Source: an optimization exercise on an open RTL-to-GDS flow (aim: small area). Production flows keep margins and buffers that such runs may drop.
Function was checked by simulation only, so behaviour that the tests miss may differ from the original.
The clock cells of runs 1, 2 and 4 to 9 come from the design's own scripts or RTL, not from TritonCTS.
No driver is modelled on the clock port, so clock power and skew are understated where the tree is cut down; a real chip needs a root buffer or a tree.
No activity file was given, so power comes from the tool's default toggle rates.

`flow/design.v`:
```
module rb_window_stream #(
    parameter int PIXEL_WIDTH = 8,
    parameter int K           = 3,
    parameter int IMG_WIDTH   = 128,
    parameter int IMG_HEIGHT  = 128
) (
    input  logic                                 clk,
    input  logic                                 rst,
    input  logic                                 in_valid,
    output logic                                 in_ready,
    input  logic [PIXEL_WIDTH-1:0]               in_pixel,
    input  logic                                 in_sof,
    output logic                                 out_valid,
    input  logic                                 out_ready,
    output logic [K*PIXEL_WIDTH-1:0]             out_col,
    output logic [$clog2(IMG_WIDTH)-1:0]         out_x,
    output logic [$clog2(IMG_HEIGHT)-1:0]        out_y,
    output logic                                 out_eof
);
    localparam int XW    = $clog2(IMG_WIDTH);
    localparam int YW    = $clog2(IMG_HEIGHT);
    localparam int PW    = PIXEL_WIDTH;
    localparam int DEPTH = (K - 1) * IMG_WIDTH + 1;    
    localparam logic [XW-1:0] X_LAST = XW'(IMG_WIDTH - 1);
    localparam logic [YW-1:0] Y_LAST = YW'(IMG_HEIGHT - 1);
    localparam logic [YW-1:0] Y_PRIM = YW'(K - 1);
    logic              adv;
    logic              accept;
    logic              move;        
    logic              s1_valid_reg;
    logic              s1_sof_reg;
    logic [PW-1:0]     s1_pixel_reg;
    logic              out_full_reg;
    logic [XW-1:0]     out_x_reg;   
    logic [YW-1:0]     out_y_reg;
    logic [XW-1:0]     s1_x;
    logic [YW-1:0]     s1_y;
    logic [PW-1:0]     sr [DEPTH];
    assign adv    = !out_valid || out_ready;
    assign in_ready = adv && !rst;
    assign accept = in_valid && adv && !rst;
    assign move   = adv && s1_valid_reg;
    always_comb begin
        if (s1_sof_reg) begin
            s1_x = '0;
            s1_y = '0;
        end else if (out_x_reg == X_LAST) begin
            s1_x = '0;
            s1_y = (out_y_reg == Y_LAST) ? '0 : out_y_reg + YW'(1);
        end else begin
            s1_x = out_x_reg + XW'(1);
            s1_y = out_y_reg;
        end
    end
    always_ff @(posedge clk) begin
        if (accept) begin
            s1_pixel_reg <= in_pixel;
            s1_sof_reg   <= in_sof;
        end
    end
    always_ff @(posedge clk) begin
        if (move) begin
            sr[0] <= s1_pixel_reg;
            for (int i = 1; i < DEPTH; i++) sr[i] <= sr[i-1];
        end
    end
    always_ff @(posedge clk) begin
        if (rst) begin
            s1_valid_reg <= 1'b0;
            out_full_reg <= 1'b0;
            out_x_reg    <= X_LAST;
            out_y_reg    <= Y_LAST;
        end else begin
            if (adv) begin
                s1_valid_reg <= accept;
                out_full_reg <= s1_valid_reg;
            end
            if (move) begin
                out_x_reg <= s1_x;
                out_y_reg <= s1_y;
            end
        end
    end
    assign out_valid = out_full_reg && (out_y_reg >= Y_PRIM);
    assign out_x     = out_x_reg;
    assign out_y     = out_y_reg;
    assign out_eof   = (out_x_reg == X_LAST) && (out_y_reg == Y_LAST);
    generate
        for (genvar k = 0; k < K; k++) begin : g_col
            assign out_col[(K-1-k)*PW +: PW] = sr[k*IMG_WIDTH];
        end
    endgenerate
endmodule
```
`flow/constraint.sdc`:
```
create_clock -name core_clock -period 5.0 [get_ports {clk}]
set_input_delay 1.0000 -clock core_clock [delete_from_list [all_inputs] [get_ports {clk}]]
set_output_delay 1.0000 -clock core_clock [all_outputs]
set_load 0.01 [all_outputs]
```
`flow/flow/resize_hook.tcl`:
```
# Runs before repair_design in ORFS's resize.tcl: buffers the shift register's
# enable (the net with the most sinks) by hand as 24 clusters under 3
# mid-level buffers (flow/trees.tcl), and keeps repair_design to the smaller
# buffers.
source [file join [file dirname [info script]] trees.tcl]
set_dont_use {sky130_fd_sc_hd__buf_6 sky130_fd_sc_hd__buf_8 sky130_fd_sc_hd__buf_12 sky130_fd_sc_hd__buf_16 sky130_fd_sc_hd__bufinv_8 sky130_fd_sc_hd__bufinv_16 sky130_fd_sc_hd__bufbuf_8 sky130_fd_sc_hd__bufbuf_16}
tr_fanout {{24 sky130_fd_sc_hd__buf_4} {3 sky130_fd_sc_hd__buf_4}}
```
`flow/flow/trees.tcl`:
```
# Hand-built buffer trees. The sinks of a net are split by recursive bisection
# into equal-sized clusters, each driven by a buffer at its centre; the
# buffers of each level are grouped the same way under the next level's.

proc tr_split {items n} {
  # items: list of {iterm x y}; returns n groups of near-equal size, split
  # recursively across the wider side of their bounding box
  if {$n <= 1} { return [list $items] }
  set xs [lmap e $items {lindex $e 1}]; set ys [lmap e $items {lindex $e 2}]
  set dx [expr {[tcl::mathfunc::max {*}$xs] - [tcl::mathfunc::min {*}$xs]}]
  set dy [expr {[tcl::mathfunc::max {*}$ys] - [tcl::mathfunc::min {*}$ys]}]
  set k [expr {$dx >= $dy ? 1 : 2}]
  set s [lsort -real -index $k $items]
  set n1 [expr {$n / 2}]
  set h [expr {([llength $s] * $n1 + $n / 2) / $n}]
  return [concat [tr_split [lrange $s 0 [expr {$h-1}]] $n1] [tr_split [lrange $s $h end] [expr {$n - $n1}]]]
}

# Drive each group from a new buffer at the group's centre; returns the new
# buffers' inputs as the next level's items.
proc tr_level {groups master prefix sigtype} {
  set block [ord::get_db_block]
  set m [[ord::get_db] findMaster $master]
  set next {}
  set i 0
  foreach g $groups {
    set net [odb::dbNet_create $block "${prefix}_${i}_net"]
    $net setSigType $sigtype
    set buf [odb::dbInst_create $block $m "${prefix}_${i}"]
    foreach e $g {
      set it [lindex $e 0]
      if {[$it getNet] ne "NULL"} { $it disconnect }
      $it connect $net
    }
    foreach it [$buf getITerms] {
      if {[$it getIoType] eq "OUTPUT"} { $it connect $net }
    }
    set sx 0; set sy 0
    foreach e $g { set sx [expr {$sx + [lindex $e 1]}]; set sy [expr {$sy + [lindex $e 2]}] }
    set cx [expr {int($sx / [llength $g])}]; set cy [expr {int($sy / [llength $g])}]
    $buf setLocation $cx $cy
    $buf setPlacementStatus PLACED
    lappend next [list [$buf findITerm A] $cx $cy]
    incr i
  }
  return $next
}

proc tr_item {it} {
  set b [[$it getInst] getBBox]
  return [list $it [expr {([$b xMin]+[$b xMax])/2}] [expr {([$b yMin]+[$b yMax])/2}]]
}

# Build the tree for net's sinks (iterms); levels: list of {count master}
# from the leaves up. The top level's inputs go back on net.
proc tr_build {net sinks levels prefix sigtype} {
  set items [lmap it $sinks {tr_item $it}]
  puts "buffer tree $prefix: [llength $items] sinks on [$net getName]"
  set li 0
  foreach lv $levels {
    lassign $lv n master
    set items [tr_level [tr_split $items $n] $master "${prefix}_l${li}" $sigtype]
    puts "buffer tree $prefix: level $li, [llength $items] x $master"
    incr li
  }
  foreach e $items { [lindex $e 0] connect $net }
}

# The clock tree: every flip-flop's clock pin on the clock net.
proc tr_clock {clk_net_name levels} {
  set net [[ord::get_db_block] findNet $clk_net_name]
  set sinks {}
  foreach it [$net getITerms] {
    if {[[[$it getInst] getMaster] isSequential]} { lappend sinks $it }
  }
  tr_build $net $sinks $levels ct CLOCK
}

# The signal net with the most sinks (the shift register's enable); nets
# that reach a clock pin are skipped.
proc tr_widest_net {} {
  set best NULL; set bn 0
  foreach net [[ord::get_db_block] getNets] {
    if {[$net getSigType] ne "SIGNAL"} { continue }
    set its [$net getITerms]
    set n [llength $its]
    if {$n <= $bn} { continue }
    set clock 0
    foreach it $its { if {[[$it getMTerm] getSigType] eq "CLOCK"} { set clock 1; break } }
    if {$clock} { continue }
    if {$n > $bn} { set bn $n; set best $net }
  }
  return $best
}

proc tr_fanout {levels} {
  set net [tr_widest_net]
  set sinks {}
  foreach it [$net getITerms] {
    if {[$it getIoType] eq "INPUT"} { lappend sinks $it }
  }
  tr_build $net $sinks $levels ft SIGNAL
}
```
`flow/flow/run.sh`:
```
#!/bin/bash
# Standard layout, except: the clock tree is built by hand as 104 balanced leaf
# clusters under 13 mid-level buffers and one root buffer (flow/cts_hook.tcl);
# the shift register's enable is buffered by hand (flow/resize_hook.tcl), with
# placement not timing-driven so that it adds no buffers of its own; and each
# port gets the smallest buffer.
set -euo pipefail
export PRE_CTS_TCL="$PWD/flow/cts_hook.tcl"
export PRE_RESIZE_TCL="$PWD/flow/resize_hook.tcl"
export BUFFER_PORTS_ARGS="-buffer_cell sky130_fd_sc_hd__buf_1"
bash standard.sh > standard.log 2>&1
```
`flow/config.mk`:
```
export PLATFORM = sky130hd
export DESIGN_NAME = rb_window_stream
export DESIGN_NICKNAME = rb_window_stream
export VERILOG_FILES = /design/flow/design.v
export SDC_FILE = /design/flow/constraint.sdc
export NUM_CORES = 4
export LEC_CHECK = 0
export CAP_MARGIN = 20
export CORE_MARGIN = 2
export CORE_UTILIZATION = 75
export GPL_TIMING_DRIVEN = 0
export SLEW_MARGIN = 20
```
`flow/standard.sh`:
```
#!/bin/bash
# synth_recipe.tcl (not shown) runs the flow's synth.tcl, then flattens the netlist and writes it again
# the make line also repeats each setting of config.mk as NAME=value (left out here)
make -C /OpenROAD-flow-scripts/flow DESIGN_CONFIG=/design/flow/config.mk WORK_HOME=/design/flow/orfs CLKGATE_MAP_FILE= SYNTH_SCRIPT=/design/flow/synth_recipe.tcl "${@:-finish}"
```
`flow/flow/cts_hook.tcl`:
```
# Runs at the start of ORFS's cts.tcl: builds the clock tree by hand
# (flow/trees.tcl) and turns the CTS call that follows, and the cloning of
# clock inverters before it, into no-ops; the rest of the CTS step
# (legalisation, timing repair) runs as usual.
source [file join [file dirname [info script]] trees.tcl]
tr_clock clk {{64 sky130_fd_sc_hd__inv_12} {8 sky130_fd_sc_hd__inv_16} {2 sky130_fd_sc_hd__clkbuf_16} {1 sky130_fd_sc_hd__clkbuf_16}}
set_propagated_clock [all_clocks]
rename repair_clock_inverters ""
proc repair_clock_inverters {args} { puts "repair_clock_inverters skipped: tree built by flow/trees.tcl" }
rename clock_tree_synthesis ""
proc clock_tree_synthesis {args} { puts "clock_tree_synthesis skipped: tree built by flow/trees.tcl" }
```
==> run summary, run 1 <==
outcome=finished clean; number of gates resized after cts=0; Post-synth top cells=2065 x edfxtp_1, 16 x dfxtp_1, 11 x nor2_1; Crit path required time=5.56 ns; pre-CTS setup slack=1.348 ns; Fmax achieved=approximately 280 MHz; Routed WL=63920 µm; initial antenna violation count=0; setup skew after layout=0.02376 ns; DR vias/cell=5.751; clock slew at reported path FFs=0.11 ns; share of cells above drive strength 1=0.04897; sequential-to-total area share from yosys stat=0.9901; FFs w/ async S/R, synth=0; DRC=0; VDD IR-drop max=~360 µV; CP Launch Type=flip-flop; Port Buffers=52; vias in the first global route=roughly 18000; max reg flops=between 2000 and 2500; Hold Path End=sr[29][5]$_DFFE_PP_; Seq cells post-synth=2081; fin crit share=0.7032; CORE AREA=83420 µm²; post-layout total power=25.86 mW; Post-synth EDFFs=2065; Max Cap Violations=0; DIE HEIGHT=293.7 µm; IO Pins=54; Detail Placement HPWL=approximately 27000 µm; Final Setup Violations=0; CP arrival=roughly 4.1 ns; Lkg Pwr=15.06 nW; crit-path max FO=86; Hold Crit Class=flip-flop to flip-flop; top-count cell post-synth=edfxtp_1; first-pass GRT wire length=98790 µm; final core occ=0.7910; Setup crit end kind=flip-flop; Max transition margin=0.3311; Reg2Reg Setup Slack=1.48 ns; synthesized area per cell=28.96 µm²; antenna fix cells=0; Worst Hold Launch=sr[28][5]$_DFFE_PP_; total number of vias=19600; initial detailed-routing violation count=1494; synth unique cells=40; Synth-to-Final Area Change=4.824%; Std-Cell Rows=between 100 and 150; Post CTS Setup Buffer Count=0; RSZ-0062 raised after global routing=no; hold_buf cts=0; Synthesized Nets=2190; die area=approximately 86000 µm²; post-synth top area share=0.9851; largest net degree at the start of global routing=87; drt pass-1 iters=6; clock latency on the worst-skew pair=0.66 ns; Critical Setup Path Class=flip-flop to flip-flop; total grt overflow=0; setup TNS=0 ns; main area contributors after synthesis=edfxtp_1 99%, dfxtp_1 0.51%, nor2_1 0.066%; Post-Syn Area=62950 µm²; power per cell area=slightly below 400 nW/µm²; minimum clock period=approximately 3.5 ns; placer congestion estimate=0.7323; initial core utilization=0.7546; synth warn=2; top_reg_cell synth=edfxtp_1; FF-to-FF End=out_x_reg[4]$_SDFFE_PP1P_; worst-margin pin slew=1.003 ns; nets=2346; PnR worst setup slack=1.484 ns; Cells after Synth=2174; wire per inst=18.76 µm; Final Hold Fails=0; leading area contributor after synthesis=edfxtp_1; final slew viol count=0; Die Wd=approximately 290 µm; R2R cell count=10; FF-to-FF Start=out_y_reg[0]$_SDFFE_PP1P_; Fin Hold WS=0.4193 ns; remaining antenna violation count after routing=0; WHS Path Cells=0; All-Layer GR Usage=0.1425
-- metal layers --
metal	up-vias	global-route usage	wire length, µm
li1	9049	-	-
met2	267	0.1985	26890
met1	10170	0.2534	33450
met5	-	0	0
met3	111	0.01435	1756
met4	0	0.03659	1830
-- power by group --
| part | switching (mW) | internal [mW] | total, mW |
|---|---|---|---|
| sequential | 0.0601 | 19.3 | 19.4 |
| clock | 5.12 | 0.865 | 5.98 |
| combinational | 0.432 | 0.0589 | 0.491 |
-- layout by cell type, fill, tap and decap left out, drive strengths merged, types with 3 or more instances in the layout --
cell	instances
inv	80
a211o	4
clkbuf	7
o31a	4
nand4	3
a31oi	4
edfxtp	2065
dfxtp	16
buf	85
o21ai	4
nand3	5
nor3	5
a311o	4
ha	3
nor2	11
-- area by class of cell --
class | count | area (µm²)
Sequential cell | 2081 | 62330
Fill cell | 3894 | 17440
Tap cell | 1080 | 1351
Inverter | 81 | 1239
Multi-Input combinational cell | 74 | 536.8
Buffer | 40 | 335.3
Timing Repair Buffer | 52 | 195.2
-- critical path, cell delays in order (launching register included) --
cell and delay [ns]:
dfxtp_1 0.46, inv_1 0.10, ha_1 0.24, nor4_4 0.22, a22oi_2 0.20, buf_6 0.18
clkinvlp_4 0.26, buf_4 0.31, buf_4 0.82, o21ai_0 0.23, a211o_1 0.35
-- how the worst max path moves through the flow --
| stage | depth (start not counted) | from | slack [ns] | to |
|---|---|---|---|---|
| floorplan | 4 | out_ready | -28.03 | sr[0][0]$_DFFE_PP_ |
| global placement | 5 | out_ready | -35.39 | sr[252][5]$_DFFE_PP_ |
| detailed placement | 9 | out_ready | 1.35 | out_x_reg[4]$_SDFFE_PP1P_ |
| CTS | 10 | out_y_reg[0]$_SDFFE_PP1P_ | 1.49 | out_x_reg[4]$_SDFFE_PP1P_ |
| global route | 10 | out_y_reg[0]$_SDFFE_PP1P_ | 1.28 | out_x_reg[4]$_SDFFE_PP1P_ |
| finish | 10 | out_y_reg[0]$_SDFFE_PP1P_ | 1.48 | out_x_reg[4]$_SDFFE_PP1P_ |
-- through the flow --
stage / area, µm² / instances
3_3_place_gp: 64510 / 3306
2_1_floorplan: 62960 / 2174
6_report: 65990 / 3408
3_5_place_dp: 64710 / 3333
4_1_cts: 65990 / 3408
5_1_grt: 65990 / 3408
-- cell families after synthesis --
family,Yosys count,share of synthesized area
simple gates,37,0.003439
buf+inv,19,0.001451
mux,1,0.0001590
fa+ha+maj,3,0.0005963
compound gates,33,0.004214
flops,2081,0.9901
==> run 2: changes to the inputs <==
==> flow/flow/run.sh (replaced) <==
#!/bin/bash
# Standard layout (standard.sh), except:
# - the clock tree is built by hand (flow/cts_hook.tcl, flow/trees.tcl): the
#   flip-flops are split into 64 equal clusters, each driven by an inverter,
#   under 8 inverters and two levels of clock buffers, so every flip-flop sees
#   two inversions and the same number of stages;
# - the shift register's enable is buffered by hand (flow/resize_hook.tcl),
#   with placement not timing-driven so that it adds no buffers of its own;
# - each port gets the smallest buffer.
set -euo pipefail
export PRE_CTS_TCL="$PWD/flow/cts_hook.tcl"
export PRE_RESIZE_TCL="$PWD/flow/resize_hook.tcl"
export BUFFER_PORTS_ARGS="-buffer_cell sky130_fd_sc_hd__buf_1"
bash standard.sh > standard.log 2>&1
--- a/flow/flow/resize_hook.tcl
+++ b/flow/flow/resize_hook.tcl
@@ -5,3 +5,3 @@
 source [file join [file dirname [info script]] trees.tcl]
 set_dont_use {sky130_fd_sc_hd__buf_6 sky130_fd_sc_hd__buf_8 sky130_fd_sc_hd__buf_12 sky130_fd_sc_hd__buf_16 sky130_fd_sc_hd__bufinv_8 sky130_fd_sc_hd__bufinv_16 sky130_fd_sc_hd__bufbuf_8 sky130_fd_sc_hd__bufbuf_16}
-tr_fanout {{24 sky130_fd_sc_hd__buf_4} {3 sky130_fd_sc_hd__buf_4}}
+tr_fanout {{24 sky130_fd_sc_hd__inv_4} {3 sky130_fd_sc_hd__inv_4}}
==> run summary, run 2 <==
Hold Path End=sr[26][2]$_DFFE_PP_; outcome=finished clean; Synth-to-Final Area Change=4.770%; Die Wd=~300 µm; power per cell area=391.7 nW/µm²; top-count cell post-synth=edfxtp_1; Fill cells=3867; largest net degree at the start of global routing=87; setup TNS=0 ns; worst-margin pin slew=0.9873 ns; clock latency on the worst-skew pair=0.65 ns; Sw Ratio=0.2164; total number of vias=19690; drt pass-1 iters=5; R2R cell count=10; max reg flops=2056; FFs w/ async S/R, synth=0; Port Buffers=52; FF-to-FF Start=out_y_reg[0]$_SDFFE_PP1P_; CP Launch Type=flip-flop; DRC=0; minimum clock period=roughly 3.3 ns; non-filler instance count after layout=3408; remaining antenna violation count after routing=0; IO Pins=between 50 and 60; Logic pwr share=0.019; leading area contributor after synthesis=edfxtp_1; cell-internal power=slightly above 20 mW; Post-Syn Area=between 60000 and 70000 µm²; VDD IR-drop max=381.4 µV; synth unique cells=40; placer congestion estimate=0.7323; number of gates resized after cts=0; Final Setup Violations=0; commonest non-fill, non-tap cell in the layout=edfxtp_1; synthesized area per cell=28.96 µm²; Max transition margin=0.3418; Hold Crit Class=flip-flop to flip-flop; wire per inst=18.58 µm; share of cells above drive strength 1=0.04897; Cells after Synth=2174; All-Layer GR Usage=0.1409; Setup crit end kind=primary output; DR vias/cell=5.778; hold_buf cts=0; FF-to-FF End=out_x_reg[4]$_SDFFE_PP1P_; sequential-to-total area share from yosys stat=0.9901; Final Hold Fails=0; RSZ-0062 raised after global routing=no; Critical Setup Path Class=flip-flop to primary output; DIE HEIGHT=293.7 µm; clock slew at reported path FFs=0.11 ns; Crit path required time=around 4 ns; synth warn=2; nets=about 2300; crit path launch=out_y_reg[1]$_SDFFE_PP1P_; Lkg Pwr=15.07 nW; Max Cap Violations=0; first-pass GRT wire length=97940 µm; most frequent cells in the layout=2065 x edfxtp_1, 64 x inv_12, 53 x buf_1; initial core utilization=0.7546; setup skew after layout=0.01104 ns; Synthesized Nets=roughly 2200; Fmax achieved=a little over 300 MHz; die area=approximately 86000 µm²; Std-Cell Rows=106; total grt overflow=0; Reg2Reg Setup Slack=1.71 ns; Post CTS Setup Buffer Count=0; top_reg_cell synth=edfxtp_1; final core occ=0.7906; Post-synth top cells=2065 x edfxtp_1, 16 x dfxtp_1, 11 x nor2_1; Psw=5.592 mW; main area contributors after synthesis=edfxtp_1 99%, dfxtp_1 0.51%, nor2_1 0.066%; placed instance count=3333; Detail Placement HPWL=26930 µm; vias in the first global route=roughly 18000; CP arrival=2.31 ns; initial detailed-routing violation count=1546; Worst Hold Launch=sr[25][2]$_DFFE_PP_; fin crit share=0.6623; Routed WL=63310 µm; crit-path max FO=8; antenna fix cells=0; Seq cells post-synth=2081; final slew viol count=0; Clock Power Share=0.231; post-synth top area share=0.9851; CORE AREA=roughly 83000 µm²; WHS Path Cells=0; Flop pwr share=0.751; Post-synth EDFFs=2065; initial antenna violation count=0
==> run 2: changes by cell type in the layout (fill, tap and decap cells not counted) <==
cell / previous run / this run
buf_4: 27 / 0
inv_4: 0 / 27
==> run 2: worst max-delay path, cell delays in order, from the launching register on <==
cell and delay (ns):
dfxtp_1 0.55, ha_1 0.28, and3_1 0.18, buf_2 0.16, nand4_1 0.16, nor2_1 0.16
buf_1 0.17
==> run 2: final cells by class <==
cell class	instances	area (µm²)	share of cell area
timing repair buffer	52	195.2	0.002959
buffer	13	132.6	0.002011
multi-input combinational	74	536.8	0.008139
tap	1080	1351	0.02049
inverter	108	1408	0.02134
sequential	2081	62330	0.9451
==> run 2: cell families after synthesis <==
| kind of cell | count (synthesis) | synth area share |
|---|---|---|
| flops | 2081 | 0.9901 |
| simple gates | 37 | 0.003439 |
| compound gates | 33 | 0.004214 |
| buf+inv | 19 | 0.001451 |
| fa+ha+maj | 3 | 0.0005963 |
| mux | 1 | 0.0001590 |
==> run 2: layer usage <==
metal	GRT usage	vias up	wire length, µm
li1	-	9073	-
met1	0.2494	10160	32380
met2	0.1984	341	27000
met5	0	-	0
met4	0.02974	0	1584
met3	0.01669	122	2346
==> run 2: per-stage QoR <==
step / worst slack (ns) / area, µm² / total power [mW] / hold WS [ns]
after floorplan: -28.03 / 62960 / 21.33 / 0.4003
after global placement: -35.39 / 64510 / 21.72 / 0.4013
after detailed placement: 1.370 / 64680 / 20.29 / 0.4045
after CTS: 1.592 / 65950 / 26.17 / 0.4186
after global routing: 1.369 / 65950 / 26.71 / 0.4285
final: 1.689 / 65950 / 25.83 / 0.4177
==> run 2: worst max path at each step <==
stage	depth (start not counted)	end	slack (ns)
3_3_place_gp	5	sr[252][5]$_DFFE_PP_	-35.39
6_report	6	out_eof	1.69
3_5_place_dp	9	out_x_reg[5]$_SDFFE_PP1P_	1.37
5_1_grt	10	out_x_reg[4]$_SDFFE_PP1P_	1.37
4_1_cts	10	out_x_reg[4]$_SDFFE_PP1P_	1.59
2_1_floorplan	4	sr[0][0]$_DFFE_PP_	-28.03
==> run 2: power by group through the flow <==
stage | Clock (mW) | Sequential (mW) | Combinational [mW]
after detailed placement | 0 | 19.8 | 0.504
after global placement | 0 | 21.3 | 0.436
after global routing | 6.75 | 19.4 | 0.548
after floorplan | 0 | 21.0 | 0.348
final | 5.96 | 19.4 | 0.486
after CTS | 6.29 | 19.4 | 0.491
==> run 3: changes to the inputs <==
--- a/flow/config.mk
+++ b/flow/config.mk
@@ -8,5 +8,5 @@
 export CAP_MARGIN = 20
 export CORE_MARGIN = 2
-export CORE_UTILIZATION = 75
+export CORE_UTILIZATION = 78
 export GPL_TIMING_DRIVEN = 0
 export SLEW_MARGIN = 20
==> run summary, run 3 <==
outcome=aborted with a tool error; Stopped at=3_5_place_dp; Error=[ERROR DPL-0033] detailed placement checks failed during check placement.; leading area contributor after synthesis=edfxtp_1; top-count cell post-synth=edfxtp_1; top_reg_cell synth=edfxtp_1; FFs w/ async S/R, synth=0; Post-synth EDFFs=2065; Synthesized Nets=2190; synthesized area per cell=approximately 29 µm²; Detail Placement HPWL=between 30000 and 40000 µm; Seq cells post-synth=2081; initial core utilization=0.7853; Die Wd=288.1 µm; sequential-to-total area share from yosys stat=0.9901; main area contributors after synthesis=edfxtp_1 99%, dfxtp_1 0.51%, nor2_1 0.066%; synth unique cells=40; Cells after Synth=2174; DIE HEIGHT=288.1 µm; post-synth top area share=0.9851; synth warn=2; Post-synth top cells=2065 x edfxtp_1, 16 x dfxtp_1, 11 x nor2_1; IO Pins=54; Port Buffers=52; placer congestion estimate=around 0.72; Std-Cell Rows=104; Post-Syn Area=62950 µm²
[run 3: cell families after synthesis]
| kind of cell | after synthesis | synth area share |
|---|---|---|
| flops | 2081 | 0.9901 |
| simple gates | 37 | 0.003439 |
| compound gates | 33 | 0.004214 |
| buf+inv | 19 | 0.001451 |
| fa+ha+maj | 3 | 0.0005963 |
| mux | 1 | 0.0001590 |
[run 3: how the worst max path moves through the flow]
stage / to / slack [ns] / cells after the start
global placement: sr[256][5]$_DFFE_PP_ / -35.32 / 5
floorplan: sr[0][0]$_DFFE_PP_ / -28.03 / 4
[run 3: stage by stage]
| step | total power, mW | worst slack [ns] | hold slack, ns | instances | area [µm²] |
|---|---|---|---|---|---|
| after floorplan | 21.33 | -28.03 | 0.4003 | 2174 | 62960 |
| after global placement | 21.72 | -35.32 | 0.4027 | 3286 | 64480 |
[run 3: power groups by stage]
stage	Clock [mW]	Sequential, mW	Combinational (mW)
global placement	0	21.3	0.435
floorplan	0	21.0	0.348
==> run 4: changes to the inputs <==
--- a/flow/flow/resize_hook.tcl
+++ b/flow/flow/resize_hook.tcl
@@ -5,3 +5,3 @@
 source [file join [file dirname [info script]] trees.tcl]
 set_dont_use {sky130_fd_sc_hd__buf_6 sky130_fd_sc_hd__buf_8 sky130_fd_sc_hd__buf_12 sky130_fd_sc_hd__buf_16 sky130_fd_sc_hd__bufinv_8 sky130_fd_sc_hd__bufinv_16 sky130_fd_sc_hd__bufbuf_8 sky130_fd_sc_hd__bufbuf_16}
-tr_fanout {{24 sky130_fd_sc_hd__inv_4} {3 sky130_fd_sc_hd__inv_4}}
+tr_fanout {{24 sky130_fd_sc_hd__buf_4} {3 sky130_fd_sc_hd__buf_4}}
--- a/flow/config.mk
+++ b/flow/config.mk
@@ -8,5 +8,5 @@
 export CAP_MARGIN = 20
 export CORE_MARGIN = 2
-export CORE_UTILIZATION = 78
+export CORE_UTILIZATION = 75
 export GPL_TIMING_DRIVEN = 0
 export SLEW_MARGIN = 20
==> run summary, run 4 <==
commonest non-fill, non-tap cell in the layout=edfxtp_1; post-synth top area share=0.9851; R2R cell count=10; Routed WL=63920 µm; FF-to-FF End=out_x_reg[4]$_SDFFE_PP1P_; Crit path required time=5.56 ns; Cells after Synth=between 2000 and 2500; leading area contributor after synthesis=edfxtp_1; Final Hold Fails=0; top_reg_cell synth=edfxtp_1; total grt overflow=0; Setup crit end kind=flip-flop; Synth-to-Final Area Change=4.824%; synth unique cells=40; Post-Syn Area=62950 µm²; synthesized area per cell=28.96 µm²; Hold Crit Class=flip-flop to flip-flop; final slew viol count=0; fin crit share=0.7032; sequential-to-total area share from yosys stat=0.9901; die area=86270 µm²; crit path launch=out_y_reg[0]$_SDFFE_PP1P_; top-count cell post-synth=edfxtp_1; CP Depth=10; CORE AREA=83420 µm²; initial core utilization=0.7546; Post-synth top cells=2065 x edfxtp_1, 16 x dfxtp_1, 11 x nor2_1; Crit path buffers/inverters=5; setup skew after layout=0.02376 ns; All-Layer GR Usage=0.1425; IO Pins=54; most frequent CP cell=buf_4; max incr delay on CP=0.82 ns; first-pass GRT wire length=98790 µm; number of gates resized after cts=0; Die Wd=a little under 300 µm; synth warn=2; Reg area=62330 µm²; Critical Setup Path Class=flip-flop to flip-flop; Std-Cell Rows=around 110; antenna fix cells=0; placed instance count=between 3000 and 4000; Fmax achieved=roughly 280 MHz; Max transition margin=0.3311; FFs w/ async S/R, synth=0; final core occ=0.7910; Synthesized Nets=2190; Port Buffers=52; Fill cells=~3900; RSZ-0062 raised after global routing=no; largest net degree at the start of global routing=87; Lkg Pwr=15.06 nW; worst-margin pin slew=1.003 ns; CP Launch Type=flip-flop; Max Cap Violations=0; Top Family by Delay on Critical Path=buffers and inverters; placer congestion estimate=between 0.7 and 0.8; outcome=finished clean; non-filler instance count after layout=3408; CP arrival=4.08 ns; clock slew at reported path FFs=0.11 ns; VDD IR-drop max=approximately 360 µV; initial detailed-routing violation count=1494; Reg2Reg Setup Slack=1.48 ns; Seq cells post-synth=roughly 2100; Detail Placement HPWL=27040 µm; DRC=0; initial antenna violation count=0; remaining antenna violation count after routing=0; max reg flops=2056; DR vias/cell=5.751; Critical Path Sink=out_x_reg[4]$_SDFFE_PP1P_; most frequent cells in the layout=2065 x edfxtp_1, 64 x inv_12, 53 x buf_1; Post-synth EDFFs=~2100; main area contributors after synthesis=edfxtp_1 99%, dfxtp_1 0.51%, nor2_1 0.066%; DIE HEIGHT=around 290 µm; share of cells above drive strength 1=0.04897; hold_buf cts=0; CP Cell Sequence=inv_1 -> ha_1 -> nor4_4 -> a22oi_2 -> buf_6 -> clkinvlp_4 -> buf_4 -> buf_4 -> o21ai_0 -> a211o_1; Final Setup Violations=0; Crit-path slowest cell=buf_4; setup TNS=0 ns; Post CTS Setup Buffer Count=0; FF-to-FF Start=out_y_reg[0]$_SDFFE_PP1P_; minimum clock period=3.516 ns; wire per inst=between 15 and 20 µm; drt pass-1 iters=6; crit-path max FO=86; total number of vias=19600; vias in the first global route=18000; nets=~2300; area taken by multi-input logic gates=536.8 µm²; clock latency on the worst-skew pair=0.66 ns; power per cell area=391.9 nW/µm²
## run 4: cell counts after synthesis
No cell type changed its count.
## run 4: through the flow
stage,total power [mW],setup WS [ns],instance area [µm²],hold slack (ns)
floorplan,21.33,-28.03,62960,0.4003
global placement,21.72,-35.39,64510,0.4013
detailed placement,20.29,1.348,64710,0.4045
CTS,26.18,1.492,65990,0.4199
global route,26.71,1.277,65990,0.4270
finish,25.86,1.484,65990,0.4193
## run 4: layer usage
metal / wire (µm) / global-route usage
met1: 33450 / 0.2534
met2: 26890 / 0.1985
met4: 1830 / 0.03659
met5: 0 / 0
met3: 1756 / 0.01435
## run 4: area by class of cell
class / instances / area share
repair buffers: 52 / 0.002958
inverters: 81 / 0.01877
multi-input cells: 74 / 0.008134
plain buffers: 40 / 0.005082
well taps: 1080 / 0.02048
flip-flops and latches: 2081 / 0.9446
## run 4: how the worst min path moves through the flow
stage,start,endpoint,slack [ns],cells past startpoint
6_report,sr[28][5]$_DFFE_PP_,sr[29][5]$_DFFE_PP_,0.42,0
5_1_grt,sr[199][4]$_DFFE_PP_,sr[200][4]$_DFFE_PP_,0.43,0
4_1_cts,sr[25][2]$_DFFE_PP_,sr[26][2]$_DFFE_PP_,0.42,0
3_5_place_dp,sr[104][7]$_DFFE_PP_,sr[105][7]$_DFFE_PP_,0.40,0
3_3_place_gp,sr[1][1]$_DFFE_PP_,sr[2][1]$_DFFE_PP_,0.40,0
2_1_floorplan,s1_pixel_reg[0]$_DFFE_PP_,sr[0][0]$_DFFE_PP_,0.40,0
## run 4: power breakdown
part           switching [mW]  total (mW)  leakage, nW  internal, mW
sequential             0.0601        19.4         14.0          19.3
clock                    5.12        5.98        0.582         0.865
combinational           0.432       0.491        0.456        0.0589
total                    5.61        25.9         15.1          20.3
## run 4: worst reg2reg max path: cells and delay by family, from the launching register on
family | cells | cell delay [ns]
AOI/OAI and AO/OA | 3 | 0.81
buffers and inverters | 5 | 1.67
and+or+nand+nor | 1 | 0.22
adders and majority gates | 1 | 0.24
DFF | 1 | 0.46
## run 4: logic make-up after synthesis
group	share of synthesized area
buf+inv	0.001451
fa+ha+maj	0.0005963
compound gates	0.004214
simple gates	0.003439
flops	0.9901
mux	0.0001590
==> run 5: changes to the inputs <==
--- a/flow/flow/run.sh
+++ b/flow/flow/run.sh
@@ -10,4 +10,5 @@
 set -euo pipefail
 export PRE_CTS_TCL="$PWD/flow/cts_hook.tcl"
+export PRE_GLOBAL_PLACE_TCL="$PWD/flow/place_hook.tcl"
 export PRE_RESIZE_TCL="$PWD/flow/resize_hook.tcl"
 export BUFFER_PORTS_ARGS="-buffer_cell sky130_fd_sc_hd__buf_1"
==> flow/flow/place_hook.tcl (new file) <==
# Runs at the start of ORFS's global_place.tcl, before the ports are buffered:
# removes the buffers that synthesis put in (timing-driven placement would do
# this itself; this flow's placement is not timing-driven).
remove_buffers
--- a/flow/flow/resize_hook.tcl
+++ b/flow/flow/resize_hook.tcl
@@ -5,3 +5,3 @@
 source [file join [file dirname [info script]] trees.tcl]
 set_dont_use {sky130_fd_sc_hd__buf_6 sky130_fd_sc_hd__buf_8 sky130_fd_sc_hd__buf_12 sky130_fd_sc_hd__buf_16 sky130_fd_sc_hd__bufinv_8 sky130_fd_sc_hd__bufinv_16 sky130_fd_sc_hd__bufbuf_8 sky130_fd_sc_hd__bufbuf_16}
-tr_fanout {{24 sky130_fd_sc_hd__buf_4} {3 sky130_fd_sc_hd__buf_4}}
+tr_fanout {{24 sky130_fd_sc_hd__inv_4} {3 sky130_fd_sc_hd__inv_4}}
==> run summary, run 5 <==
minimum clock period=3.876 ns; sequential-to-total area share from yosys stat=0.9901; wire per inst=18.78 µm; Post CTS Setup Buffer Count=0; remaining antenna violation count after routing=0; Synth-to-Final Area Change=4.685%; die area=86270 µm²; Post-Syn Area=approximately 63000 µm²; synth warn=2; Std-Cell Rows=106; pre-CTS setup slack=0.7688 ns; hold_buf cts=0; main area contributors after synthesis=edfxtp_1 99%, dfxtp_1 0.51%, nor2_1 0.066%; top_reg_cell synth=edfxtp_1; CP arrival=~4.4 ns; post-synth top area share=0.9851; commonest non-fill, non-tap cell in the layout=edfxtp_1; All-Layer GR Usage=0.1441; Final Setup Violations=0; length of routed wiring on met1=32960 µm; routed length on met3=2001 µm; antenna fix cells=0; fin crit share=0.7752; Crit-path slowest cell=a22oi_2; nets=2337; top-count cell post-synth=edfxtp_1; DRC=0; Max transition margin=0.3255; clock slew at reported path FFs=about 0.11 ns; crit-path max FO=86; Detail Placement HPWL=27020 µm; Max Cap Violations=0; DR vias/cell=5.754; max layer used=met4; CORE AREA=83420 µm²; number of gates resized after cts=0; Die Wd=slightly below 300 µm; Port Buffers=53; RSZ-0062 raised after global routing=no; Setup crit end kind=flip-flop; most frequent CP cell=inv_4; CP Launch Type=flip-flop; DIE HEIGHT=293.7 µm; synth unique cells=40; FFs w/ async S/R, synth=0; initial detailed-routing violation count=1719; max incr delay on CP=0.81 ns; Hold Crit Class=flip-flop to flip-flop; first-pass GRT wire length=99540 µm; Seq cells post-synth=2081; Post-synth EDFFs=a little over 2000; placer congestion estimate=0.7102; total grt overflow=0; Post-synth top cells=2065 x edfxtp_1, 16 x dfxtp_1, 11 x nor2_1; Synthesized Nets=2190; VDD IR-drop max=336.2 µV; share of cells above drive strength 1=0.04657; Fmax achieved=258.0 MHz; clock latency on the worst-skew pair=0.67 ns; final slew viol count=0; setup skew after layout=0.02765 ns; Crit path required time=5.56 ns; IO Pins=54; Critical Setup Path Class=flip-flop to flip-flop; power per cell area=392.1 nW/µm²; routed length on met2=approximately 27000 µm; outcome=finished clean; worst-margin pin slew=1.012 ns; synthesized area per cell=28.96 µm²; Cells after Synth=2174; setup TNS=0 ns; leading area contributor after synthesis=edfxtp_1; max reg flops=2056; Routed WL=around 64000 µm; drt pass-1 iters=6; PnR worst setup slack=1.124 ns; total number of vias=19560; largest net degree at the start of global routing=87; Top Family by Delay on Critical Path=buffers and inverters; Lkg Pwr=approximately 15 nW; Final Hold Fails=0; initial core utilization=0.7546; vias in the first global route=17910; most frequent cells in the layout=2065 x edfxtp_1, 64 x inv_12, 53 x buf_1; Crit path buffers/inverters=3; CP Cell Sequence=ha_1 -> nor4_4 -> a22oi_2 -> clkinvlp_4 -> inv_4 -> inv_4 -> a211oi_1 -> nor3_1; initial antenna violation count=0
-- run 5: changes by cell type in the layout (fill, tap and decap cells not counted), sizes merged --
cell | previous run | this run
buf | 85 | 53
inv | 80 | 107
clkbuf | 7 | 3
-- run 5: where the power goes --
| group | switching, mW | total (mW) | leakage, nW | internal, mW |
|---|---|---|---|---|
| combinational | 0.429 | 0.471 | 0.443 | 0.0419 |
| clock | 5.11 | 5.97 | 0.582 | 0.865 |
| sequential | 0.0666 | 19.4 | 14.0 | 19.3 |
| total | 5.60 | 25.8 | 15.0 | 20.2 |
-- run 5: cells by family after synthesis --
family | synth area share
muxes | 0.0001590
buffers and inverters | 0.001451
and+or+nand+nor | 0.003439
adders and majority gates | 0.0005963
AOI/OAI and AO/OA | 0.004214
DFF | 0.9901
-- run 5: stage by stage --
stage / hold WS, ns / utilization / power [mW] / area [µm²] / cells
2_1_floorplan: 0.4003 / - / 21.33 / 62960 / 2174
3_3_place_gp: 0.4019 / 0.7726 / 21.70 / 64450 / 3297
3_5_place_dp: 0.4045 / 0.7747 / 20.28 / 64620 / 3324
4_1_cts: 0.4243 / 0.7899 / 26.15 / 65900 / 3399
5_1_grt: 0.4290 / 0.7899 / 26.70 / 65900 / 3399
6_report: 0.4197 / 0.7899 / 25.84 / 65900 / 3399
-- run 5: path summary, 6_finish.rpt --
path | from | endpoint | slack (ns) | cells after the start
max reg2reg | out_y_reg[1]$_SDFFE_PP1P_ | out_x_reg[5]$_SDFFE_PP1P_ | 1.12 | 8
max | out_y_reg[1]$_SDFFE_PP1P_ | out_x_reg[5]$_SDFFE_PP1P_ | 1.12 | 8
min | sr[185][5]$_DFFE_PP_ | sr[186][5]$_DFFE_PP_ | 0.42 | 0
min reg2reg | sr[185][5]$_DFFE_PP_ | sr[186][5]$_DFFE_PP_ | 0.42 | 0
-- run 5: final cells by class --
class,instances,area (µm²)
Timing Repair Buffer,53,198.9
Multi-Input combinational cell,74,536.8
Tap cell,1080,1351
Inverter,108,1408
Fill cell,3907,17520
Buffer,3,75.07
Sequential cell,2081,62330
-- run 5: per-layer routing --
layer  up-vias  track usage
li1       9029            -
met2       312       0.2019
met5         -            0
met3       109      0.01292
met4         0      0.03547
met1     10110       0.2570
==> run 6: changes to the inputs <==
--- a/flow/flow/run.sh
+++ b/flow/flow/run.sh
@@ -7,4 +7,6 @@
 # - the shift register's enable is buffered by hand (flow/resize_hook.tcl),
 #   with placement not timing-driven so that it adds no buffers of its own;
+# - synthesis's buffers are removed before placement (flow/place_hook.tcl),
+#   as timing-driven placement would do;
 # - each port gets the smallest buffer.
 set -euo pipefail
==> flow/flow/resize_hook.tcl (replaced) <==
# Runs before repair_design in ORFS's resize.tcl: buffers the shift register's
# enable (the net with the most sinks) by hand as 24 clusters, each driven by
# an inverter, under 3 inverters (flow/trees.tcl), and keeps repair_design to
# the smaller buffers.
source [file join [file dirname [info script]] trees.tcl]
set_dont_use {sky130_fd_sc_hd__buf_6 sky130_fd_sc_hd__buf_8 sky130_fd_sc_hd__buf_12 sky130_fd_sc_hd__buf_16 sky130_fd_sc_hd__bufinv_8 sky130_fd_sc_hd__bufinv_16 sky130_fd_sc_hd__bufbuf_8 sky130_fd_sc_hd__bufbuf_16}
tr_fanout {{24 sky130_fd_sc_hd__inv_4} {3 sky130_fd_sc_hd__inv_4}}
--- a/flow/config.mk
+++ b/flow/config.mk
@@ -6,4 +6,5 @@
 export NUM_CORES = 4
 export LEC_CHECK = 0
+export ABC_AREA = 1
 export CAP_MARGIN = 20
 export CORE_MARGIN = 2
==> run summary, run 6 <==
remaining antenna violation count after routing=0; sequential-to-total area share from yosys stat=0.9895; Fill cells=3946; top-count cell post-synth=edfxtp_1; Top Family by Delay on Critical Path=simple AND/OR/NAND/NOR gates; FF-to-FF Start=out_y_reg[0]$_SDFFE_PP1P_; R2R cell count=9; Detail Placement HPWL=27860 µm; first-pass GRT wire length=98280 µm; IO Pins=54; nets=about 2400; Final Setup Violations=0; commonest non-fill, non-tap cell in the layout=edfxtp_1; Crit path required time=4.00 ns; fin crit share=0.6618; number of gates resized after cts=0; All-Layer GR Usage=0.1416; Post CTS Setup Buffer Count=0; initial antenna violation count=0; initial detailed-routing violation count=approximately 1700; Cells after Synth=2217; total grt overflow=0; max incr delay on CP=roughly 0.5 ns; most frequent cells in the layout=2065 x edfxtp_1, 65 x inv_12, 53 x buf_1; Setup crit end kind=primary output; initial core utilization=0.7551; Hold Path End=sr[24][3]$_DFFE_PP_; Worst Hold Launch=sr[23][3]$_DFFE_PP_; Clock Power Share=0.231; Psw=5.620 mW; clock latency on the worst-skew pair=about 0.66 ns; DIE HEIGHT=293.8 µm; vias in the first global route=around 18000; Lkg Pwr=15.25 nW; max reg flops=a little over 2000; final slew viol count=0; CP Launch Type=flip-flop; FF-to-FF End=sr[43][4]$_DFFE_PP_; Fmax achieved=302.2 MHz; setup TNS=0 ns; post-synth top area share=0.9844; dpl cell area=64720 µm²; post-layout total power=25.88 mW; antenna fix cells=0; die area=between 80000 and 90000 µm²; power per cell area=slightly below 400 nW/µm²; main area contributors after synthesis=edfxtp_1 98%, dfxtp_1 0.51%, nand2_1 0.28%; VDD IR-drop max=333.2 µV; outcome=finished clean; total number of vias=19680; Fin Hold WS=0.4093 ns; synth warn=2; drt pass-1 iters=8; Post-synth top cells=2065 x edfxtp_1, 47 x nand2_1, 21 x nand3_1; Final Cell Area=65990 µm²; worst-margin pin slew=between 0.9 and 1 ns; Crit path buffers/inverters=1; Post-synth EDFFs=2065; largest net degree at the start of global routing=87; CORE AREA=83420 µm²; hold_buf cts=0; Post-Syn Area=between 60000 and 70000 µm²; Die Wd=293.8 µm; Port Buffers=53; Max transition margin=0.3462; Std-Cell Rows=106; Crit-path slowest cell=dfxtp_1; CP arrival=roughly 2.3 ns; crit-path max FO=7; Synthesized Nets=2233; DRC=0; wire per inst=18.46 µm; clock slew at reported path FFs=approximately 0.11 ns; minimum clock period=roughly 3.3 ns; placer congestion estimate=0.7426; cell-internal power=20.26 mW; Flop pwr share=0.750; setup skew after layout=0.02580 ns; Final Hold Fails=0; RSZ-0062 raised after global routing=no; Routed WL=63680 µm; Max Cap Violations=0; Reg2Reg Setup Slack=about 2.1 ns; CP Cell Sequence=ha_1 -> nand2_1 -> nor2_1 -> nand2_1 -> nor2_1 -> buf_1; FFs w/ async S/R, synth=0; share of cells above drive strength 1=0.04770; leading area contributor after synthesis=edfxtp_1; Synth-to-Final Area Change=4.767%; synth unique cells=27; synthesized area per cell=28.41 µm²; Critical Setup Path Class=flip-flop to primary output; Sw Ratio=0.2172; DR vias/cell=5.705; final core occ=0.7911; top_reg_cell synth=edfxtp_1; Seq cells post-synth=2081; WHS Path Cells=0; Logic pwr share=0.019; Hold Crit Class=flip-flop to flip-flop
[run 6: changes by cell type after synthesis, sizes merged, moves of 4 or more]
cell | previous run | this run
nand2 | 2 | 49
nand3 | 5 | 23
inv | 9 | 20
nor2 | 11 | 21
buf | 6 | 1
a211o | 4 | 0
a311o | 4 | 0
a31oi | 4 | 0
o31a | 4 | 0
[run 6: cell families after synthesis]
logic type,after synthesis,share of synthesized area
xor gates and xnor gates,1,0.0001391
DFF,2081,0.9895
buffers and inverters,23,0.001530
AOI/OAI and AO/OA,6,0.0005761
and+or+nand+nor,103,0.007667
adders and majority gates,3,0.0005960
[run 6: layer usage]
| layer | up-vias | global-route usage | share of wire |
|---|---|---|---|
| li1 | 9132 | - | - |
| met1 | 10090 | 0.2508 | 0.52 |
| met2 | 328 | 0.2007 | 0.42 |
| met3 | 129 | 0.01563 | 0.033 |
| met4 | 0 | 0.02812 | 0.024 |
| met5 | - | 0 | 0 |
[run 6: worst max path at each step]
stage	endpoint	startpoint	cells past startpoint	slack [ns]
CTS	out_eof	out_y_reg[0]$_SDFFE_PP1P_	6	1.74
floorplan	sr[0][0]$_DFFE_PP_	out_ready	5	-1.05
global route	out_eof	out_y_reg[0]$_SDFFE_PP1P_	6	1.53
detailed placement	sr[2][7]$_DFFE_PP_	out_ready	7	1.90
finish	out_eof	out_y_reg[0]$_SDFFE_PP1P_	6	1.69
global placement	sr[256][2]$_DFFE_PP_	out_ready	5	-2.51
[run 6: cell type report]
type,instances,area (µm²),area share
Multi-Input combinational cell,113,565.5,0.008570
Buffer,3,75.07,0.001138
Timing Repair Buffer,53,198.9,0.003015
Sequential cell,2081,62330,0.9445
Tap cell,1080,1351,0.02048
Inverter,119,1474,0.02233
[run 6: per-stage QoR]
stage	setup slack [ns]	cells
after detailed placement	1.902	3374
after CTS	1.737	3449
after floorplan	-1.053	2217
after global routing	1.530	3449
after global placement	-2.505	3347
final	1.691	3449
[run 6: worst reg2reg max path, stage by stage (launching register included)]
cell,delay [ns]
dfxtp_1,0.51
inv_1,0.15
ha_1,0.24
nor2_2,0.16
nand2_2,0.09
nand3_4,0.13
nand2_4,0.16
inv_16,0.15
inv_4,0.16
inv_4,0.74
[run 6: power by group through the flow]
stage               logic (mW)  registers (mW)  clock network (mW)
floorplan                0.363            19.9                   0
global placement         0.449            20.0                   0
detailed placement       0.521            19.8                   0
CTS                      0.508            19.4                6.28
global route             0.569            19.4                6.76
finish                   0.502            19.4                5.97
==> run 7: changes to the inputs <==
--- a/flow/config.mk
+++ b/flow/config.mk
@@ -6,5 +6,4 @@
 export NUM_CORES = 4
 export LEC_CHECK = 0
-export ABC_AREA = 1
 export CAP_MARGIN = 20
 export CORE_MARGIN = 2
==> run summary, run 7 <==
outcome=finished clean; CP Depth=8; FFs w/ async S/R, synth=0; Lkg Pwr=15.05 nW; nets=2337; synth warn=2; Cells after Synth=between 2000 and 2500; initial antenna violation count=0; Std-Cell Rows=106; Fill cells=3907; Crit path buffers/inverters=3; Post CTS Setup Buffer Count=0; clock latency on the worst-skew pair=0.67 ns; antenna fix cells=0; post-synth top area share=0.9851; IO Pins=54; Synthesized Nets=2190; wire per inst=18.78 µm; crit-path max FO=86; CORE AREA=about 83000 µm²; commonest non-fill, non-tap cell in the layout=edfxtp_1; Final Hold Fails=0; Detail Placement HPWL=around 27000 µm; die area=86270 µm²; Synth-to-Final Area Change=4.685%; initial detailed-routing violation count=1719; number of gates resized after cts=0; Setup crit end kind=flip-flop; Routed WL=63820 µm; top-count cell post-synth=edfxtp_1; final slew viol count=0; Critical Setup Path Class=flip-flop to flip-flop; worst-margin pin slew=1.012 ns; Fin Hold WS=0.4197 ns; synthesized area per cell=around 29 µm²; Crit path required time=5.56 ns; Post-Syn Area=62950 µm²; setup TNS=0 ns; DIE HEIGHT=around 290 µm; Max Cap Violations=0; sequential-to-total area share from yosys stat=0.9901; vias in the first global route=17910; synth unique cells=40; Die Wd=293.7 µm; All-Layer GR Usage=0.1441; Post-synth top cells=2065 x edfxtp_1, 16 x dfxtp_1, 11 x nor2_1; top_reg_cell synth=edfxtp_1; total grt overflow=0; placer congestion estimate=a little over 0.7; remaining antenna violation count after routing=0; WHS Path Cells=0; Fmax achieved=approximately 260 MHz; Top Family by Delay on Critical Path=buffers and inverters; CP Launch Type=flip-flop; initial core utilization=0.7546; clock slew at reported path FFs=0.11 ns; main area contributors after synthesis=edfxtp_1 99%, dfxtp_1 0.51%, nor2_1 0.066%; minimum clock period=a little under 4 ns; fin crit share=0.7752; drt pass-1 iters=6; RSZ-0062 raised after global routing=no; max reg flops=2056; DR vias/cell=5.754; max incr delay on CP=0.81 ns; Crit-path slowest cell=a22oi_2; largest net degree at the start of global routing=87; Max transition margin=0.3255; share of cells above drive strength 1=0.04657; most frequent cells in the layout=2065 x edfxtp_1, 64 x inv_12, 53 x buf_1; power per cell area=392.1 nW/µm²; Seq cells post-synth=~2100; Hold Crit Class=flip-flop to flip-flop; leading area contributor after synthesis=edfxtp_1; most frequent CP cell=inv_4; hold_buf cts=0; VDD IR-drop max=roughly 340 µV; Post-synth EDFFs=approximately 2100; total number of vias=19560; first-pass GRT wire length=between 90000 and 100000 µm; setup skew after layout=0.02765 ns; Port Buffers=53; DRC=0; CP arrival=4.43 ns; R2R cell count=8; CP Cell Sequence=ha_1 -> nor4_4 -> a22oi_2 -> clkinvlp_4 -> inv_4 -> inv_4 -> a211oi_1 -> nor3_1; Final Setup Violations=0
==> run 7: layout make-up <==
type	instances	area (µm²)	area share
Sequential cell	2081	62330	0.9458
Inverter	108	1408	0.02136
Tap cell	1080	1351	0.02051
Multi-Input combinational cell	74	536.8	0.008145
Timing Repair Buffer	53	198.9	0.003019
Buffer	3	75.07	0.001139
==> run 7: logic make-up (layout without fill, tap and decap cells) <==
family	Yosys count	count (layout)	synth area share
and+or+nand+nor	37	37	0.003439
muxes	1	1	0.0001590
buffers and inverters	19	164	0.001451
DFF	2081	2081	0.9901
adders and majority gates	3	3	0.0005963
AOI/OAI and AO/OA	33	33	0.004214
==> run 7: metrics by stage <==
stage	cell area, µm²	instances	total power, mW	setup slack (ns)	util
5_1_grt	65900	3399	26.70	0.8223	0.7899
3_3_place_gp	64450	3297	21.70	-36.09	0.7726
3_5_place_dp	64620	3324	20.28	0.7688	0.7747
2_1_floorplan	62960	2174	21.33	-28.03	-
4_1_cts	65900	3399	26.15	1.168	0.7899
6_report	65900	3399	25.84	1.124	0.7899
==> run 7: worst paths after layout <==
check,startpoint,to,slack [ns]
max,out_y_reg[1]$_SDFFE_PP1P_,out_x_reg[5]$_SDFFE_PP1P_,1.12
min,sr[185][5]$_DFFE_PP_,sr[186][5]$_DFFE_PP_,0.42
min reg2reg,sr[185][5]$_DFFE_PP_,sr[186][5]$_DFFE_PP_,0.42
max reg2reg,out_y_reg[1]$_SDFFE_PP1P_,out_x_reg[5]$_SDFFE_PP1P_,1.12
==> run 7: power breakdown <==
group	internal [mW]	switching, mW	total [mW]
sequential	19.3	0.0666	19.4
combinational	0.0419	0.429	0.471
clock	0.865	5.11	5.97
==> run 7: layer usage <==
metal | vias to the layer above | track usage | routed length [µm]
met3 | 109 | 0.01292 | 2001
met5 | - | 0 | 0
met4 | 0 | 0.03547 | 1733
li1 | 9029 | - | -
met2 | 312 | 0.2019 | 27130
met1 | 10110 | 0.2570 | 32960
==> run 8: changes to the inputs <==
--- a/flow/flow/cts_hook.tcl
+++ b/flow/flow/cts_hook.tcl
@@ -4,5 +4,5 @@
 # (legalisation, timing repair) runs as usual.
 source [file join [file dirname [info script]] trees.tcl]
-tr_clock clk {{64 sky130_fd_sc_hd__inv_12} {8 sky130_fd_sc_hd__inv_16} {2 sky130_fd_sc_hd__clkbuf_16} {1 sky130_fd_sc_hd__clkbuf_16}}
+tr_clock clk {{64 sky130_fd_sc_hd__inv_12} {8 sky130_fd_sc_hd__inv_12} {2 sky130_fd_sc_hd__clkbuf_16} {1 sky130_fd_sc_hd__clkbuf_16}}
 set_propagated_clock [all_clocks]
 rename repair_clock_inverters ""
==> run summary, run 8 <==
outcome=finished clean; Post-synth top cells=2065 x edfxtp_1, 16 x dfxtp_1, 11 x nor2_1; Cells after Synth=2174; area taken by multi-input logic gates=536.8 µm²; final slew viol count=0; Final Hold Fails=0; non-filler instance count after layout=around 3400; hold_buf cts=0; Hold Crit Class=flip-flop to flip-flop; Synth-to-Final Area Change=4.637%; IO Pins=54; Final Setup Violations=0; initial detailed-routing violation count=1741; sequential-to-total area share from yosys stat=0.9901; number of gates resized after cts=0; total grt overflow=0; DRC=0; Fill cells=3909; setup skew after layout=approximately 0.027 ns; synthesized area per cell=28.96 µm²; top_reg_cell synth=edfxtp_1; main area contributors after synthesis=edfxtp_1 99%, dfxtp_1 0.51%, nor2_1 0.066%; post-layout total power=25.78 mW; Detail Placement HPWL=27020 µm; Lkg Pwr=15.03 nW; CP Launch Type=flip-flop; Top Family by Delay on Critical Path=buffers and inverters; Setup crit end kind=flip-flop; FFs w/ async S/R, synth=0; Post-Syn Area=62950 µm²; post-synth top area share=0.9851; top-count cell post-synth=edfxtp_1; Synthesized Nets=2190; Crit path buffers/inverters=3; drt pass-1 iters=5; antenna fix cells=0; Reg area=62330 µm²; Port Buffers=53; max reg flops=2056; Crit-path slowest cell=a22oi_2; Die Wd=between 200 and 300 µm; DIE HEIGHT=just under 300 µm; largest net degree at the start of global routing=87; crit-path max FO=86; remaining antenna violation count after routing=0; RSZ-0062 raised after global routing=no; fin crit share=0.7738; Max Cap Violations=0; CP Cell Sequence=ha_1 -> nor4_4 -> a22oi_2 -> clkinvlp_4 -> inv_4 -> inv_4 -> a211oi_1 -> nor3_1; total number of vias=19510; most frequent CP cell=inv_4; commonest non-fill, non-tap cell in the layout=edfxtp_1; Seq cells post-synth=2081; wire per inst=approximately 19 µm; Post CTS Setup Buffer Count=0; All-Layer GR Usage=0.1441; nets=2337; placer congestion estimate=0.7102; initial antenna violation count=0; worst-margin pin slew=roughly 1.0 ns; Post-synth EDFFs=between 2000 and 2500; share of cells above drive strength 1=0.04657; first-pass GRT wire length=99570 µm; synth unique cells=40; vias in the first global route=17910; Std-Cell Rows=approximately 110; clock latency on the worst-skew pair=0.65 ns; power per cell area=391.4 nW/µm²; max incr delay on CP=0.83 ns; CP arrival=4.41 ns; minimum clock period=roughly 3.9 ns; VDD IR-drop max=333.8 µV; DR vias/cell=roughly 5.7; synth warn=2; Max transition margin=0.3127; die area=86270 µm²; leading area contributor after synthesis=edfxtp_1; most frequent cells in the layout=2065 x edfxtp_1, 72 x inv_12, 53 x buf_1; clock slew at reported path FFs=approximately 0.11 ns; initial core utilization=0.7546; Critical Setup Path Class=flip-flop to flip-flop; Routed WL=63770 µm; Fmax achieved=roughly 260 MHz; setup TNS=0 ns; CORE AREA=about 83000 µm²; placed instance count=about 3300; Crit path required time=5.54 ns
## run 8: cell types whose count changed in the layout (fill, tap and decap cells not counted)
| cell | before | now |
|---|---|---|
| inv_12 | 64 | 72 |
| inv_16 | 8 | 0 |
## run 8: where the power goes
| group | switching, mW | total (mW) | internal, mW |
|---|---|---|---|
| combinational | 0.430 | 0.472 | 0.0420 |
| clock | 5.07 | 5.91 | 0.837 |
| sequential | 0.0664 | 19.4 | 19.3 |
| total | 5.57 | 25.8 | 20.2 |
## run 8: kinds of logic (layout without fill, tap and decap cells)
group                    after synthesis  count (layout)  synth area share
multiplexers                           1               1         0.0001590
buffers and inverters                 19             164          0.001451
flip-flops                          2081            2081            0.9901
AND/OR/NAND/NOR                       37              37          0.003439
adder cells (fa/ha/maj)                3               3         0.0005963
AO/OA/AOI/OAI                         33              33          0.004214
## run 8: stage by stage
step                utilization  setup WS (ns)  instance area [µm²]  hold WS [ns]
floorplan                     -         -28.03                62960        0.4003
global placement         0.7726         -36.09                64450        0.4019
detailed placement       0.7747         0.7688                64620        0.4045
CTS                      0.7896          1.168                65870        0.4245
global route             0.7896         0.8221                65870        0.4310
finish                   0.7896          1.131                65870        0.4229
## run 8: cell type report
class	instances	area share
Buffer	3	0.001140
Tap cell	1080	0.02051
Timing Repair Buffer	53	0.003020
Sequential cell	2081	0.9463
Multi-Input combinational cell	74	0.008149
Inverter	108	0.02091
## run 8: worst paths after layout
check / from / end / slack (ns) / cells after the start
max reg2reg: out_y_reg[1]$_SDFFE_PP1P_ / out_x_reg[5]$_SDFFE_PP1P_ / 1.13 / 8
min: sr[221][4]$_DFFE_PP_ / sr[222][4]$_DFFE_PP_ / 0.42 / 0
max: out_y_reg[1]$_SDFFE_PP1P_ / out_x_reg[5]$_SDFFE_PP1P_ / 1.13 / 8
min reg2reg: sr[221][4]$_DFFE_PP_ / sr[222][4]$_DFFE_PP_ / 0.42 / 0
## run 8: metal layers
layer / up-vias / global-route usage / share of wire
li1: 9028 / - / -
met1: 10100 / 0.2570 / 0.52
met2: 285 / 0.2018 / 0.42
met3: 102 / 0.01329 / 0.029
met4: 0 / 0.03534 / 0.027
met5: - / 0 / 0
==> run 9: changes to the inputs <==
--- a/flow/flow/cts_hook.tcl
+++ b/flow/flow/cts_hook.tcl
@@ -4,5 +4,5 @@
 # (legalisation, timing repair) runs as usual.
 source [file join [file dirname [info script]] trees.tcl]
-tr_clock clk {{64 sky130_fd_sc_hd__inv_12} {8 sky130_fd_sc_hd__inv_12} {2 sky130_fd_sc_hd__clkbuf_16} {1 sky130_fd_sc_hd__clkbuf_16}}
+tr_clock clk {{64 sky130_fd_sc_hd__inv_12} {8 sky130_fd_sc_hd__inv_12} {2 sky130_fd_sc_hd__clkbuf_8} {1 sky130_fd_sc_hd__clkbuf_16}}
 set_propagated_clock [all_clocks]
 rename repair_clock_inverters ""
==> run summary, run 9 <==
outcome=finished clean; RSZ-0062 raised after global routing=no; synth unique cells=40; CP arrival=4.47 ns; share of cells above drive strength 1=0.04657; FF-to-FF Start=out_y_reg[1]$_SDFFE_PP1P_; initial core utilization=0.7546; Hold Path End=sr[186][5]$_DFFE_PP_; Detail Placement HPWL=27020 µm; initial antenna violation count=0; Post-Syn Area=between 60000 and 70000 µm²; minimum clock period=3.847 ns; WHS Path Cells=0; FFs w/ async S/R, synth=0; placer congestion estimate=0.7102; Max Cap Violations=0; max reg flops=2056; Simple-Gate Fraction of Synth Area=0.003439; Final Cell Area=roughly 66000 µm²; Lkg Pwr=15.02 nW; Routed WL=around 64000 µm; pre-CTS setup slack=between 0.7 and 0.8 ns; vias in the first global route=17910; CORE AREA=83420 µm²; Crit path required time=5.63 ns; Hold Crit Class=flip-flop to flip-flop; nets=2337; max incr delay on CP=slightly above 0.8 ns; synth warn=2; sequential-to-total area share from yosys stat=0.9901; clock slew at reported path FFs=0.11 ns; leading area contributor after synthesis=edfxtp_1; Final Setup Violations=0; Adder-Cell Fraction of Synth Area=0.0005963; Crit-path slowest cell=a22oi_2; Die Wd=293.7 µm; top_reg_cell synth=edfxtp_1; crit-path max FO=86; R2R cell count=8; Synthesized Nets=2190; Post-synth top cells=2065 x edfxtp_1, 16 x dfxtp_1, 11 x nor2_1; worst-margin pin slew=between 1 and 1.5 ns; PnR worst setup slack=1.153 ns; Reg2Reg Setup Slack=about 1.2 ns; final slew viol count=0; FF-to-FF End=out_x_reg[5]$_SDFFE_PP1P_; Seq cells post-synth=2081; antenna fix cells=0; power per cell area=around 390 nW/µm²; Synth-to-Final Area Change=4.601%; GR Util met1=0.2569; placed instance count=between 3000 and 4000; drt pass-1 iters=6; wire per inst=between 15 and 20 µm; clock latency on the worst-skew pair=0.74 ns; VDD IR-drop max=between 300 and 400 µV; post-layout total power=25.73 mW; Final Hold Fails=0; All-Layer GR Usage=0.1441; setup TNS=0 ns; largest family of logic cells by synthesized area=compound AO/OA/AOI/OAI gates; DR vias/cell=5.746; Max transition margin=0.3281; most frequent CP cell=inv_4; total number of vias=19530; commonest non-fill, non-tap cell in the layout=edfxtp_1; Synth Area in Compound Gates=0.004214; met3 Use GR=0.01344; IO Pins=54; Worst Hold Launch=sr[185][5]$_DFFE_PP_; hold_buf cts=0; Std-Cell Rows=roughly 110; Critical Setup Path Class=flip-flop to flip-flop; Top Family by Delay on Critical Path=buffers and inverters; CP Cell Sequence=ha_1 -> nor4_4 -> a22oi_2 -> clkinvlp_4 -> inv_4 -> inv_4 -> a211oi_1 -> nor3_1; Post CTS Setup Buffer Count=0; largest net degree at the start of global routing=87; top-count cell post-synth=edfxtp_1; fin crit share=0.7694; post-synth top area share=0.9851; initial detailed-routing violation count=1743; CP Launch Type=flip-flop; first-pass GRT wire length=between 90000 and 100000 µm; Post-Synth XOR/XNOR Area=0; setup skew after layout=a little over 0.03 ns; most frequent cells in the layout=2065 x edfxtp_1, 72 x inv_12, 53 x buf_1; global route hottest layer=met1; dpl cell area=about 65000 µm²; remaining antenna violation count after routing=0; Post-synth EDFFs=between 2000 and 2500; post-synthesis mux area share=0.0001590; total grt overflow=0; met2 Usage GRT=0.2016; Setup crit end kind=flip-flop; Fmax achieved=259.9 MHz; Crit path buffers/inverters=3; number of gates resized after cts=0; Cells after Synth=about 2200; main area contributors after synthesis=edfxtp_1 99%, dfxtp_1 0.51%, nor2_1 0.066%; synthesized area per cell=28.96 µm²; DRC=0; Port Buffers=53; die area=roughly 86000 µm²; DIE HEIGHT=293.7 µm; non-filler instance count after layout=3399
## run 9: worst max-delay path by stage
stage | end | slack (ns) | cells after the start | startpoint
global route | out_x_reg[5]$_SDFFE_PP1P_ | 0.82 | 8 | out_y_reg[1]$_SDFFE_PP1P_
CTS | out_x_reg[5]$_SDFFE_PP1P_ | 1.17 | 8 | out_y_reg[1]$_SDFFE_PP1P_
floorplan | sr[0][0]$_DFFE_PP_ | -28.03 | 4 | out_ready
global placement | sr[247][5]$_DFFE_PP_ | -36.09 | 4 | out_ready
finish | out_x_reg[5]$_SDFFE_PP1P_ | 1.15 | 8 | out_y_reg[1]$_SDFFE_PP1P_
detailed placement | out_x_reg[5]$_SDFFE_PP1P_ | 0.77 | 8 | out_ready
## run 9: layout make-up
class	count	area, µm²
Sequential cell	2081	62330
Fill cell	3909	17580
Inverter	108	1378
Tap cell	1080	1351
Multi-Input combinational cell	74	536.8
Timing Repair Buffer	53	198.9
Buffer	3	52.55
## run 9: routing by layer
layer,vias up,share of wire
met5,-,0
met4,0,0.027
met3,106,0.032
met2,320,0.42
met1,10080,0.52
li1,9023,-
## run 9: metrics by stage
| step | hold WS (ns) | utilization |
|---|---|---|
| CTS | 0.3709 | 0.7893 |
| floorplan | 0.4003 | - |
| finish | 0.4192 | 0.7893 |
| detailed placement | 0.4045 | 0.7747 |
| global placement | 0.4019 | 0.7726 |
| global route | 0.3771 | 0.7893 |
## run 9: cells by family after synthesis
kind of cell    after synthesis
flops                      2081
fa+ha+maj                     3
buf+inv                      19
simple gates                 37
mux                           1
compound gates               33
## run 9: report_power, final
part / total (mW) / switching (mW) / internal (mW)
registers: 19.4 / 0.0667 / 19.3
clock network: 5.86 / 5.06 / 0.797
logic: 0.471 / 0.429 / 0.0420
total: 25.7 / 5.56 / 20.2

afterwards: timing with drivers on the ports:
In the flow no input, the clock included, has a driving cell. The finished layouts below were timed again as built, in two steps.
Step 1 assumes that a clkbuf_16 drives the clock port and a buf_2 every other input.
Step 2 moves the port delays by t, midway between the first and last clock arrival at a register: inputs arrive t later, outputs are due t later. That takes back most of the time a late clock gives input paths.
Slacks: ideal ports / drivers / drivers and shift; pairs: ideal ports / drivers.
| run | shift t [ns] | setup WS [ns] | clock arrival spread, ns | worst slew at a driven data input, ns | pins driven straight from the clock port |
|---|---|---|---|---|---|
| run 1 | 0.719 | 1.484 / 1.484 / 1.395 | 0.027 / 0.026 | 0.03 | 1 |
| run 2 | 0.710 | 1.689 / 1.626 / 1.553 | 0.015 / 0.015 | 0.03 | 1 |
| run 4 | 0.719 | 1.484 / 1.484 / 1.395 | 0.027 / 0.026 | 0.03 | 1 |
| run 5 | 0.724 | 1.124 / 1.124 / 0.794 | 0.027 / 0.028 | 0.03 | 1 |
| run 6 | 0.710 | 1.691 / 1.627 / 1.940 | 0.028 / 0.028 | 0.03 | 1 |
| run 7 | 0.724 | 1.124 / 1.124 / 0.794 | 0.027 / 0.028 | 0.03 | 1 |
| run 8 | 0.708 | 1.131 / 1.131 / 0.789 | 0.027 / 0.027 | 0.03 | 1 |
| run 9 | 0.794 | 1.153 / 1.153 / 0.818 | 0.031 / 0.031 | 0.03 | 1 |
After both steps every run listed still meets setup and hold. For run 8, which loses most, drivers alone change the setup slack by 0.000 ns; drivers and shift together by -0.342 ns.
